What follows belongs to an exercise in optimizing a design on an open flow for small area, a short achievable clock period and few clock cycles per item; a production flow would make more cautious choices.
Only simulation tests tie the RTL to the original design; equivalence was not proved.
Power is estimated from default activity; no workload was simulated.

## juniper
==> flow/design.v <==
package up_sampler_pkg;
    localparam int unsigned DW_DEF = 8;
    localparam int unsigned TAP_D  = 25;
    localparam int unsigned STRIDE = TAP_D + 2;
endpackage
module up_line_buf #(
    parameter int unsigned N  = 400,
    parameter int unsigned D  = 25,
    parameter int unsigned DW = 8,
    parameter int unsigned K  = N / D,
    parameter int unsigned TW = (K > 1) ? $clog2(K) : 1
) (
    input  logic          clk,
    input  logic          we,
    input  logic [TW-1:0] wtap,
    input  logic [DW-1:0] wdata,
    input  logic [TW-1:0] rtap,
    output logic [DW-1:0] rdata
);
    logic [N-1:0][DW-1:0] r;
    logic [K-1:0][DW-1:0] tap_q;
    for (genvar i = 0; i < N; i++) begin : g_st
        if (i % D == 0) begin : g_tap
            always_ff @(posedge clk)
                r[i] <= (we && wtap == TW'(i / D)) ? wdata : r[(i + N - 1) % N];
        end else begin : g_pass
            always_ff @(posedge clk)
                r[i] <= r[i - 1];
        end
    end
    for (genvar j = 0; j < K; j++) begin : g_rt
        assign tap_q[j] = r[(j * D + N - 1) % N];
    end
    assign rdata = tap_q[rtap];
endmodule
module up_sampler #(
    parameter int unsigned IN_W = 400,
    parameter int unsigned IN_H = 300,
    parameter int unsigned DW   = up_sampler_pkg::DW_DEF
) (
    input  logic          clk,
    input  logic          rst,
    output logic          rd_en,
    input  logic          din_valid,
    input  logic [DW-1:0] din,
    output logic          dout_valid,
    input  logic          dout_ready,
    output logic [DW-1:0] dout,
    output logic          sof,
    output logic          eol,
    output logic          frame_done
);
    localparam int unsigned D   = up_sampler_pkg::TAP_D;
    localparam int unsigned K   = IN_W / D;
    localparam int unsigned TW  = $clog2(K);
    localparam int unsigned OW  = $clog2(D);
    localparam int unsigned CW  = $clog2(IN_W + 1);
    localparam int unsigned LW  = $clog2(IN_H);
    logic [TW-1:0] rj, wj;
    logic [OW-1:0] ro, wo;
    logic          ralign, walign;      
    logic [CW-1:0] rc;                  
    logic          rlast;               
    logic          rcopy;               
    logic [LW-1:0] rline;
    logic          rline_last;          
    logic          rsof;                
    logic [CW-1:0] wc;                  
    logic          wc_open;             
    logic          lead_pos, lead_neg;  
    logic          rd_ok, wr_ok;        
    logic rd_go, wr_go, t01, t10;
    logic [DW-1:0] ring_q;
    logic [DW+2:0] pq;
    logic          pv;
    logic [DW-1:0] iq0, iq1;
    logic [1:0]    icnt;
    logic          rd_en_q, req1;
    logic          hv, hph, heol, hlast;
    logic [DW-1:0] hd;
    logic          sof_q, eol_q, fd_q;
    logic take, adv;
    assign rd_go = ralign & ~pv & rd_ok;
    assign wr_go = walign & (icnt != 2'd0) & wr_ok;
    assign t01   = rd_go & rlast & ~rcopy;
    assign t10   = rd_go & rlast & rcopy;
    up_line_buf #(
        .N (IN_W),
        .D (D),
        .DW(DW),
        .K (K),
        .TW(TW)
    ) u_line_buf (
        .clk  (clk),
        .we   (wr_go),
        .wtap (wj),
        .wdata(iq0),
        .rtap (rj),
        .rdata(ring_q)
    );
    assign adv  = hv & dout_ready & ~hph;
    assign take = ~hv | (dout_ready & hph);
    logic lead_ge2, lead_lem2, pos_n, neg_n, rcopy_n, wc_open_n;
    assign lead_ge2  = {1'b0, wc} >= {1'b0, rc} + (CW+1)'(2);
    assign lead_lem2 = {1'b0, rc} >= {1'b0, wc} + (CW+1)'(2);
    always_comb begin
        if (t01) begin
            pos_n = 1'b0;
            neg_n = 1'b0;
        end else if (t10) begin
            pos_n = (wc != '0) | wr_go;
            neg_n = 1'b0;
        end else if (wr_go == rd_go) begin
            pos_n = lead_pos;
            neg_n = lead_neg;
        end else if (wr_go) begin
            pos_n = ~lead_neg;
            neg_n = lead_lem2;
        end else begin
            pos_n = lead_ge2;
            neg_n = ~lead_pos;
        end
        rcopy_n   = (rd_go & rlast) ? ~rcopy : rcopy;
        wc_open_n = t01 | (wr_go ? (wc != CW'(IN_W - 1)) : wc_open);
    end
    always_ff @(posedge clk) begin
        if (rst) begin
            rj <= '0; ro <= '0; ralign <= 1'b1;
            wj <= '0; wo <= '0; walign <= 1'b1;
            rc <= '0; rlast <= 1'b0; rcopy <= 1'b0;
            rline <= '0; rline_last <= 1'b0; rsof <= 1'b1;
            wc <= '0; wc_open <= 1'b1;
            lead_pos <= 1'b0; lead_neg <= 1'b0;
            rd_ok <= 1'b0; wr_ok <= 1'b1;
            pv <= 1'b0; icnt <= '0;
            rd_en_q <= 1'b0; req1 <= 1'b0; hd <= '0;
            hv <= 1'b0; hph <= 1'b0; heol <= 1'b0; hlast <= 1'b0;
            sof_q <= 1'b0; eol_q <= 1'b0; fd_q <= 1'b0;
        end else begin
            if (rd_go) begin
                rj <= rj - TW'(2);
                ro <= OW'(D - 1);
                ralign <= 1'b0;
            end else begin
                ralign <= (ro == OW'(D - 1));
                if (ro == OW'(D - 1)) begin
                    rj <= rj + TW'(1);
                    ro <= '0;
                end else begin
                    ro <= ro + OW'(1);
                end
            end
            if (rd_go) begin
                rc    <= rlast ? '0 : rc + CW'(1);
                rlast <= ~rlast & (rc == CW'(IN_W - 2));
                rsof  <= t10 & rline_last;
                if (t10) begin
                    rline      <= rline_last ? '0 : rline + LW'(1);
                    rline_last <= ~rline_last & (rline == LW'(IN_H - 2));
                end
            end
            rcopy <= rcopy_n;
            if (t01) begin
                wc <= '0;
                wj <= rj - TW'(2);
                wo <= OW'(D - 1);
                walign <= 1'b0;
            end else if (wr_go) begin
                wc <= wc + CW'(1);
                wj <= wj - TW'(2);
                wo <= OW'(D - 1);
                walign <= 1'b0;
            end else begin
                walign <= (wo == OW'(D - 1));
                if (wo == OW'(D - 1)) begin
                    wj <= wj + TW'(1);
                    wo <= '0;
                end else begin
                    wo <= wo + OW'(1);
                end
            end
            wc_open <= wc_open_n;
            lead_pos <= pos_n;
            lead_neg <= neg_n;
            rd_ok <= rcopy_n | pos_n;
            wr_ok <= rcopy_n ? neg_n : wc_open_n;
            pv <= rd_go | (pv & ~take);
            icnt <= icnt + (din_valid ? 2'd1 : 2'd0) - (wr_go ? 2'd1 : 2'd0);
            req1 <= rd_en_q;
            rd_en_q <= ({1'b0, icnt} + (req1 ? 3'd1 : 3'd0)
                        + (rd_en_q ? 3'd1 : 3'd0) - (wr_go ? 3'd1 : 3'd0)) < 3'd2;
            fd_q <= hv & dout_ready & hph & hlast;
            if (take) hd <= pq[DW-1:0];
            if (adv) begin
                hph   <= 1'b1;
                sof_q <= 1'b0;
                eol_q <= heol;
            end else if (take) begin
                hv    <= pv;
                hph   <= 1'b0;
                eol_q <= 1'b0;
                sof_q <= pq[DW+2];
                heol  <= pq[DW+1];
                hlast <= pq[DW];
            end
        end
    end
    always_ff @(posedge clk) begin
        if (rd_go) pq <= {rsof, rlast, rcopy & rlast & rline_last, ring_q};
        if (wr_go) begin
            iq0 <= (icnt == 2'd2) ? iq1 : din;
            if (icnt == 2'd2) iq1 <= din;
        end else if (icnt == 2'd0) begin
            iq0 <= din;
        end else if (icnt == 2'd1) begin
            iq1 <= din;
        end
    end
    assign rd_en      = rd_en_q;
    assign dout_valid = hv;
    assign dout       = hd;
    assign sof        = sof_q;
    assign eol        = eol_q;
    assign frame_done = fd_q;
endmodule
clock: 5.0 ns
lec_check: 0
abc_clock_period_in_ps: 2000
cap_margin: 20
core_margin: 2
core_utilization: 68
cts_cluster_diameter: 60
cts_cluster_size: 30
place_density: 0.82
setup_slack_margin: 2.7
slew_margin: 20
run.sh (not shown) runs the stock make flow with config.mk's settings and CLKGATE_MAP_FILE= SYNTH_SCRIPT=/design/flow/synth_recipe.tcl, a recipe that flattens the netlist after the stock synthesis.
Testbench counts of juniper, summed over its fixed seeds: cycles 1,920,208, items 1,920,000.
> inputs changed (juniper -> willow)
--- a/flow/config.mk
+++ b/flow/config.mk
@@ -10,6 +10,7 @@
 export CORE_MARGIN = 2
-export CORE_UTILIZATION = 68
-export CTS_CLUSTER_DIAMETER = 60
-export CTS_CLUSTER_SIZE = 30
-export PLACE_DENSITY = 0.82
+export CORE_UTILIZATION = 60
+export CTS_BUF_LIST = sky130_fd_sc_hd__clkbuf_8
+export CTS_CLUSTER_DIAMETER = 100
+export CTS_CLUSTER_SIZE = 20
+export PLACE_DENSITY = 0.75
 export SETUP_SLACK_MARGIN = 2.7
--- outcome ---
- Taking juniper as the reference, in willow final cell count saw an increase; top achievable clock speed went down about 4%; combinational power shrank by about 2%; number of filler instances in the final layout picked up an extra 2276; largest net degree at the start of global routing lower.
- From juniper to willow the numbers moved as follows: power fell 6.1%; number of placement rows rose 5.9%; via count saw a decrease; worst setup slack went down.
- Going from juniper to willow, clock group power went down; transition time at the pin with the least slew margin went down.
For onyx, these inputs were changed with respect to willow:
==> flow/config.mk <==
export PLATFORM = sky130hd
export DESIGN_NAME = up_sampler
export DESIGN_NICKNAME = up_sampler
export VERILOG_FILES = /design/flow/design.v
export SDC_FILE = /design/flow/constraint.sdc
export NUM_CORES = 4
export LEC_CHECK = 0
export ABC_CLOCK_PERIOD_IN_PS = 1500
export CAP_MARGIN = 20
export CORE_MARGIN = 2
export CORE_UTILIZATION = 60
export CTS_CLUSTER_DIAMETER = 60
export CTS_CLUSTER_SIZE = 30
export PLACE_DENSITY = 0.75
export SETUP_SLACK_MARGIN = 2.8
export SLEW_MARGIN = 20
==> comparison <==
- Of onyx and willow, the run reporting the higher clock buffer count from CTS was willow.
- Compared with willow, onyx shows overall via count from detail_route higher by about 0.8%.
- Lower fmax goes to willow over onyx.
- Final standard cell count with taps included and fillers excluded delta (onyx -> willow): insignificant
- Total detailed-routing wirelength in onyx vs willow: up 9.1%
- Met3 wirelength from detailed routing, onyx vs willow: up by a few percent

==> static timing again, ports no longer ideal <==
The flow's constraints put no driver on any port. The routed layouts listed below were extracted and timed again, unchanged, in two steps. Step 1 assumes that a clkbuf_16 drives the clock port and a buf_2 every other input. Step 2 adds t to the input delays and takes it off the output delays; t is the mean of the earliest and latest rising clock arrival at the registers after step 1. Input paths then give back, and output paths get back, about the clock's delay inside the block. Three values: ideal ports, drivers, drivers and shift; two values: the first two.
run | t, ns | setup WS [ns] | worst setup path after step 2 | latest minus earliest clock arrival (ns) | worst register clock-pin slew, ns
juniper | 0.842 | 2.640 / 2.567 / 2.385 | input to register | 0.037 / 0.038 | 0.12 / 0.12
willow | 0.965 | 2.535 / 2.465 / 2.432 | input to register | 0.055 / 0.055 | 0.12 / 0.12
onyx | 0.835 | 2.711 / 2.639 / 2.274 | input to register | 0.045 / 0.045 | 0.11 / 0.11
After both steps every run listed still meets setup and hold. The setup slack of onyx, which loses most, moves by -0.072 ns with the drivers and by -0.437 ns with both steps.
